This design comes from an exercise in tuning for small area, a short achievable clock period and few clock cycles per item on the open sky130 flow, not from production work.
RTL that was checked went through simulation tests only; none was proved equivalent to the original.

==> v34 <==
## iir_allpole
module iir_allpole
#(
    parameter int N    = 10,
    parameter int W    = 16,
    parameter int FRAC = 14
) (
    input  logic                clock,
    input  logic                reset,
    input  logic signed [W-1:0] in_data,
    input  logic                in_valid,
    output logic                in_ready,
    input  logic [N-1:0][W-1:0] coef,
    output logic signed [W-1:0] out_data,
    output logic                out_valid,
    input  logic                out_ready,
    output logic                busy,
    output logic                ovf
);
    logic [N-1:0][23:0]  enc_q;     
    logic [N-1:0][W-1:0] hist_q;    
    logic [W-1:0]        x_q;       
    logic [2:1]          v_q;       
    logic [2:0]          cnt_q;     
    logic [2:0]          ovfh_q;    
    logic                fire, xfer;
    logic [34:0] ps0_q, pc0_q;   
    logic [34:0] ps1_q, pc1_q;   
    wire one0_0 = enc_q[0][0];
    wire two0_0 = enc_q[0][1];
    wire neg0_0 = enc_q[0][2];
    wire one0_1 = enc_q[0][3];
    wire two0_1 = enc_q[0][4];
    wire neg0_1 = enc_q[0][5];
    wire one0_2 = enc_q[0][6];
    wire two0_2 = enc_q[0][7];
    wire neg0_2 = enc_q[0][8];
    wire one0_3 = enc_q[0][9];
    wire two0_3 = enc_q[0][10];
    wire neg0_3 = enc_q[0][11];
  ...
clock: 11.0 ns
lec_check: 0
abc_area: 1
cap_margin: 20
core_margin: 2
core_utilization: 55
setup_slack_margin: 4.5
slew_margin: 20
run.sh (not shown) runs the stock make flow with config.mk's settings and CLKGATE_MAP_FILE= SYNTH_SCRIPT=/design/flow/synth_recipe.tcl, a recipe that flattens the netlist after the stock synthesis.
==> v28: changes against v34 <==
--- a/flow/design.v
+++ b/flow/design.v
@@ -303,18 +303,12 @@
     wire two9_6 = enc_q[9][19];
     wire neg9_6 = enc_q[9][20];
     wire one9_7 = enc_q[9][21];
     wire two9_7 = enc_q[9][22];
     wire neg9_7 = enc_q[9][23];
-    logic [2:1] v_d;
-    assign v_d = {v_q[1:1], fire};
-    logic [2:0] sel0_q;    
-    wire [2:0] shn0 = {2'd0, v_d[1]} + {2'd0, v_d[2]};
-    logic [1:0] sel1_q;    
-    wire [2:0] shn1 = {2'd0, v_d[2]};
     logic [W-1:0] h0_5;
-    assign h0_5 = ({W{sel0_q[0]}} & hist_q[5]) | ({W{sel0_q[1]}} & hist_q[4]) | ({W{sel0_q[2]}} & hist_q[3]);
+    assign h0_5 = (v_q[1] & v_q[2]) ? hist_q[3] : (v_q[1] | v_q[2]) ? hist_q[4] : hist_q[5];
     wire [16:0] w5_0 = {h0_5[15], h0_5} ^ {17{neg5_0}};
     wire pp5_0_0 = (one5_0 & w5_0[0]) | (two5_0 & neg5_0);
     wire pp5_0_1 = (one5_0 & w5_0[1]) | (two5_0 & w5_0[0]);
     wire pp5_0_2 = (one5_0 & w5_0[2]) | (two5_0 & w5_0[1]);
     wire pp5_0_3 = (one5_0 & w5_0[3]) | (two5_0 & w5_0[2]);
@@ -456,11 +450,11 @@
     wire pp5_7_13 = (one5_7 & w5_7[13]) | (two5_7 & w5_7[12]);
     wire pp5_7_14 = (one5_7 & w5_7[14]) | (two5_7 & w5_7[13]);
     wire pp5_7_15 = (one5_7 & w5_7[15]) | (two5_7 & w5_7[14]);
     wire pp5_7_16 = (one5_7 & w5_7[16]) | (two5_7 & w5_7[15]);
     logic [W-1:0] h0_6;
-    assign h0_6 = ({W{sel0_q[0]}} & hist_q[6]) | ({W{sel0_q[1]}} & hist_q[5]) | ({W{sel0_q[2]}} & hist_q[4]);
+    assign h0_6 = (v_q[1] & v_q[2]) ? hist_q[4] : (v_q[1] | v_q[2]) ? hist_q[5] : hist_q[6];
     wire [16:0] w6_0 = {h0_6[15], h0_6} ^ {17{neg6_0}};
     wire pp6_0_0 = (one6_0 & w6_0[0]) | (two6_0 & neg6_0);
     wire pp6_0_1 = (one6_0 & w6_0[1]) | (two6_0 & w6_0[0]);
     wire pp6_0_2 = (one6_0 & w6_0[2]) | (two6_0 & w6_0[1]);
     wire pp6_0_3 = (one6_0 & w6_0[3]) | (two6_0 & w6_0[2]);
@@ -602,11 +596,11 @@
     wire pp6_7_13 = (one6_7 & w6_7[13]) | (two6_7 & w6_7[12]);
     wire pp6_7_14 = (one6_7 & w6_7[14]) | (two6_7 & w6_7[13]);
     wire pp6_7_15 = (one6_7 & w6_7[15]) | (two6_7 & w6_7[14]);
     wire pp6_7_16 = (one6_7 & w6_7[16]) | (two6_7 & w6_7[15]);
     logic [W-1:0] h0_7;
-    assign h0_7 = ({W{sel0_q[0]}} & hist_q[7]) | ({W{sel0_q[1]}} & hist_q[6]) | ({W{sel0_q[2]}} & hist_q[5]);
+    assign h0_7 = (v_q[1] & v_q[2]) ? hist_q[5] : (v_q[1] | v_q[2]) ? hist_q[6] : hist_q[7];
     wire [16:0] w7_0 = {h0_7[15], h0_7} ^ {17{neg7_0}};
     wire pp7_0_0 = (one7_0 & w7_0[0]) | (two7_0 & neg7_0);
     wire pp7_0_1 = (one7_0 & w7_0[1]) | (two7_0 & w7_0[0]);
     wire pp7_0_2 = (one7_0 & w7_0[2]) | (two7_0 & w7_0[1]);
     wire pp7_0_3 = (one7_0 & w7_0[3]) | (two7_0 & w7_0[2]);
@@ -748,11 +742,11 @@
     wire pp7_7_13 = (one7_7 & w7_7[13]) | (two7_7 & w7_7[12]);
     wire pp7_7_14 = (one7_7 & w7_7[14]) | (two7_7 & w7_7[13]);
     wire pp7_7_15 = (one7_7 & w7_7[15]) | (two7_7 & w7_7[14]);
     wire pp7_7_16 = (one7_7 & w7_7[16]) | (two7_7 & w7_7[15]);
     logic [W-1:0] h0_8;
-    assign h0_8 = ({W{sel0_q[0]}} & hist_q[8]) | ({W{sel0_q[1]}} & hist_q[7]) | ({W{sel0_q[2]}} & hist_q[6]);
+    assign h0_8 = (v_q[1] & v_q[2]) ? hist_q[6] : (v_q[1] | v_q[2]) ? hist_q[7] : hist_q[8];
     wire [16:0] w8_0 = {h0_8[15], h0_8} ^ {17{neg8_0}};
     wire pp8_0_0 = (one8_0 & w8_0[0]) | (two8_0 & neg8_0);
     wire pp8_0_1 = (one8_0 & w8_0[1]) | (two8_0 & w8_0[0]);
     wire pp8_0_2 = (one8_0 & w8_0[2]) | (two8_0 & w8_0[1]);
     wire pp8_0_3 = (one8_0 & w8_0[3]) | (two8_0 & w8_0[2]);
@@ -894,11 +888,11 @@
     wire pp8_7_13 = (one8_7 & w8_7[13]) | (two8_7 & w8_7[12]);
     wire pp8_7_14 = (one8_7 & w8_7[14]) | (two8_7 & w8_7[13]);
     wire pp8_7_15 = (one8_7 & w8_7[15]) | (two8_7 & w8_7[14]);
     wire pp8_7_16 = (one8_7 & w8_7[16]) | (two8_7 & w8_7[15]);
     logic [W-1:0] h0_9;
-    assign h0_9 = ({W{sel0_q[0]}} & hist_q[9]) | ({W{sel0_q[1]}} & hist_q[8]) | ({W{sel0_q[2]}} & hist_q[7]);
+    assign h0_9 = (v_q[1] & v_q[2]) ? hist_q[7] : (v_q[1] | v_q[2]) ? hist_q[8] : hist_q[9];
     wire [16:0] w9_0 = {h0_9[15], h0_9} ^ {17{neg9_0}};
     wire pp9_0_0 = (one9_0 & w9_0[0]) | (two9_0 & neg9_0);
     wire pp9_0_1 = (one9_0 & w9_0[1]) | (two9_0 & w9_0[0]);
     wire pp9_0_2 = (one9_0 & w9_0[2]) | (two9_0 & w9_0[1]);
     wire pp9_0_3 = (one9_0 & w9_0[3]) | (two9_0 & w9_0[2]);
@@ -3112,11 +3106,11 @@
     assign t0_s663 = t0_c601 ^ t0_s632 ^ t0_c631;
     assign t0_c663 = (t0_c601 & t0_s632) | (t0_c631 & (t0_c601 ^ t0_s632));
     wire [34:0] r0_a = {1'b1, 1'b1, t0_c632, t0_c662, t0_c661, t0_c660, t0_c659, t0_c658, t0_c657, t0_c656, t0_c655, t0_c654, t0_c653, t0_c652, t0_c651, t0_c650, t0_c649, t0_c648, t0_c647, t0_c646, t0_c645, t0_c644, t0_c643, t0_c642, t0_c641, t0_c640, t0_c639, t0_c638, t0_c637, t0_c636, t0_c635, t0_c634, t0_c633, t0_hc25, t0_s542};
     wire [34:0] r0_b = {1'b0, 1'b0, t0_c663, t0_s663, t0_s662, t0_s661, t0_s660, t0_s659, t0_s658, t0_s657, t0_s656, t0_s655, t0_s654, t0_s653, t0_s652, t0_s651, t0_s650, t0_s649, t0_s648, t0_s647, t0_s646, t0_s645, t0_s644, t0_s643, t0_s642, t0_s641, t0_s640, t0_s639, t0_s638, t0_s637, t0_s636, t0_s635, t0_s634, t0_s633, t0_hs25};
     logic [W-1:0] h1_1;
-    assign h1_1 = ({W{sel1_q[0]}} & hist_q[1]) | ({W{sel1_q[1]}} & hist_q[0]);
+    assign h1_1 = v_q[2] ? hist_q[0] : hist_q[1];
     wire [16:0] w1_0 = {h1_1[15], h1_1} ^ {17{neg1_0}};
     wire pp1_0_0 = (one1_0 & w1_0[0]) | (two1_0 & neg1_0);
     wire pp1_0_1 = (one1_0 & w1_0[1]) | (two1_0 & w1_0[0]);
     wire pp1_0_2 = (one1_0 & w1_0[2]) | (two1_0 & w1_0[1]);
     wire pp1_0_3 = (one1_0 & w1_0[3]) | (two1_0 & w1_0[2]);
@@ -3258,11 +3252,11 @@
     wire pp1_7_13 = (one1_7 & w1_7[13]) | (two1_7 & w1_7[12]);
     wire pp1_7_14 = (one1_7 & w1_7[14]) | (two1_7 & w1_7[13]);
     wire pp1_7_15 = (one1_7 & w1_7[15]) | (two1_7 & w1_7[14]);
     wire pp1_7_16 = (one1_7 & w1_7[16]) | (two1_7 & w1_7[15]);
     logic [W-1:0] h1_2;
-    assign h1_2 = ({W{sel1_q[0]}} & hist_q[2]) | ({W{sel1_q[1]}} & hist_q[1]);
+    assign h1_2 = v_q[2] ? hist_q[1] : hist_q[2];
     wire [16:0] w2_0 = {h1_2[15], h1_2} ^ {17{neg2_0}};
     wire pp2_0_0 = (one2_0 & w2_0[0]) | (two2_0 & neg2_0);
     wire pp2_0_1 = (one2_0 & w2_0[1]) | (two2_0 & w2_0[0]);
     wire pp2_0_2 = (one2_0 & w2_0[2]) | (two2_0 & w2_0[1]);
     wire pp2_0_3 = (one2_0 & w2_0[3]) | (two2_0 & w2_0[2]);
@@ -3404,11 +3398,11 @@
     wire pp2_7_13 = (one2_7 & w2_7[13]) | (two2_7 & w2_7[12]);
     wire pp2_7_14 = (one2_7 & w2_7[14]) | (two2_7 & w2_7[13]);
     wire pp2_7_15 = (one2_7 & w2_7[15]) | (two2_7 & w2_7[14]);
     wire pp2_7_16 = (one2_7 & w2_7[16]) | (two2_7 & w2_7[15]);
     logic [W-1:0] h1_3;
-    assign h1_3 = ({W{sel1_q[0]}} & hist_q[3]) | ({W{sel1_q[1]}} & hist_q[2]);
+    assign h1_3 = v_q[2] ? hist_q[2] : hist_q[3];
     wire [16:0] w3_0 = {h1_3[15], h1_3} ^ {17{neg3_0}};
     wire pp3_0_0 = (one3_0 & w3_0[0]) | (two3_0 & neg3_0);
     wire pp3_0_1 = (one3_0 & w3_0[1]) | (two3_0 & w3_0[0]);
     wire pp3_0_2 = (one3_0 & w3_0[2]) | (two3_0 & w3_0[1]);
     wire pp3_0_3 = (one3_0 & w3_0[3]) | (two3_0 & w3_0[2]);
@@ -3550,11 +3544,11 @@
     wire pp3_7_13 = (one3_7 & w3_7[13]) | (two3_7 & w3_7[12]);
     wire pp3_7_14 = (one3_7 & w3_7[14]) | (two3_7 & w3_7[13]);
     wire pp3_7_15 = (one3_7 & w3_7[15]) | (two3_7 & w3_7[14]);
     wire pp3_7_16 = (one3_7 & w3_7[16]) | (two3_7 & w3_7[15]);
     logic [W-1:0] h1_4;
-    assign h1_4 = ({W{sel1_q[0]}} & hist_q[4]) | ({W{sel1_q[1]}} & hist_q[3]);
+    assign h1_4 = v_q[2] ? hist_q[3] : hist_q[4];
     wire [16:0] w4_0 = {h1_4[15], h1_4} ^ {17{neg4_0}};
     wire pp4_0_0 = (one4_0 & w4_0[0]) | (two4_0 & neg4_0);
     wire pp4_0_1 = (one4_0 & w4_0[1]) | (two4_0 & w4_0[0]);
     wire pp4_0_2 = (one4_0 & w4_0[2]) | (two4_0 & w4_0[1]);
     wire pp4_0_3 = (one4_0 & w4_0[3]) | (two4_0 & w4_0[2]);
@@ -6546,16 +6540,12 @@
         if (reset) begin
             hist_q <= '0;
             v_q    <= '0;
             cnt_q  <= 3'd0;
             ovfh_q <= '0;
-            sel0_q <= 3'd1;
-            sel1_q <= 2'd1;
         end else begin
-            for (int c = 0; c <= 2; c++) sel0_q[c] <= (shn0 == 3'(c));
-            for (int c = 0; c <= 1; c++) sel1_q[c] <= (shn1 == 3'(c));
-            v_q    <= v_d;
+            v_q    <= {v_q[1:1], fire};
             cnt_q  <= cnt_q + {2'd0, v_q[2]} - {2'd0, xfer};
             if (v_q[2]) begin
                 for (int i = N - 1; i > 0; i--) hist_q[i] <= hist_q[i-1];
                 hist_q[0] <= sat_data;
                 for (int i = 2; i > 0; i--) ovfh_q[i] <= ovfh_q[i-1];
--- a/flow/config.mk
+++ b/flow/config.mk
@@ -6,8 +6,7 @@
 export NUM_CORES = 4
 export LEC_CHECK = 0
 export ABC_AREA = 1
 export CAP_MARGIN = 20
 export CORE_MARGIN = 2
-export CORE_UTILIZATION = 55
-export SETUP_SLACK_MARGIN = 4.5
+export CORE_UTILIZATION = 40
 export SLEW_MARGIN = 20
==> results.txt <==
quantity                                                                      v28             v34
Aggregate global-route resource usage                                      32.43%          43.92%
Final WL                                                                328500 um       320400 um
Met2 Use GR                                                                53.74%          68.93%
CTS resizes                                                                     0              30
Floorplan die area                                                    201400 um^2     146500 um^2
Initial cell density of the core                                           40.17%          55.59%
Post-layout utilization of the core                                        43.79%          60.06%
Total of clock buffers placed in the layout                                    98              87
Clock buffers and inverters, area share                                    3.127%          2.884%
Fill cells                                                                  19860           12700
First-pass GRT wire length                                              468100 um       457700 um
Portion of the post-synthesis area used by sequential elements             14.12%          14.26%
Number of antenna violations at the first check in global routing               8              13
RR Endpoint                                                             pc0_q[21]       pc1_q[20]
Average via count per standard cell                                         5.425           5.923
Outcome                                                            finished clean  finished clean
Worst setup slack before clock tree synthesis                            3.050 ns        4.005 ns
Testbench counts of v28, summed over its fixed seeds: cycles 3,192, items 3,072.
Only the layout flow was run in v34; the RTL was not checked for function there.

-- re-timing with driven ports --
The flow's constraints put no driver on any port. The routed layouts listed below were extracted and timed again, unchanged, in two steps.
Step 1 (the two cells are an assumption about what drives the block):
set clk [get_ports {clock}]
set_driving_cell -lib_cell sky130_fd_sc_hd__clkbuf_16 $clk
set_driving_cell -lib_cell sky130_fd_sc_hd__buf_2 [delete_from_list [all_inputs] $clk]
Step 2 moves the port delays by t, midway between the first and last clock arrival at a register: inputs arrive t later, outputs are due t later. That takes back most of the time a late clock gives input paths.
Slacks: ideal ports / drivers / drivers and shift; pairs: ideal ports / drivers.
run | t, ns | slack for setup (ns) | worst hold slack (ns) | worst setup path after step 2 | worst register clock-pin slew, ns
v34 | 0.803 | 4.597 / 4.597 / 4.597 | 0.499 / 0.499 / 0.499 | register to register | 0.07 / 0.07
v28 | 0.807 | 3.022 / 3.022 / 3.022 | 0.465 / 0.465 / 0.465 | register to register | 0.07 / 0.07
After both steps every run listed still meets setup and hold.
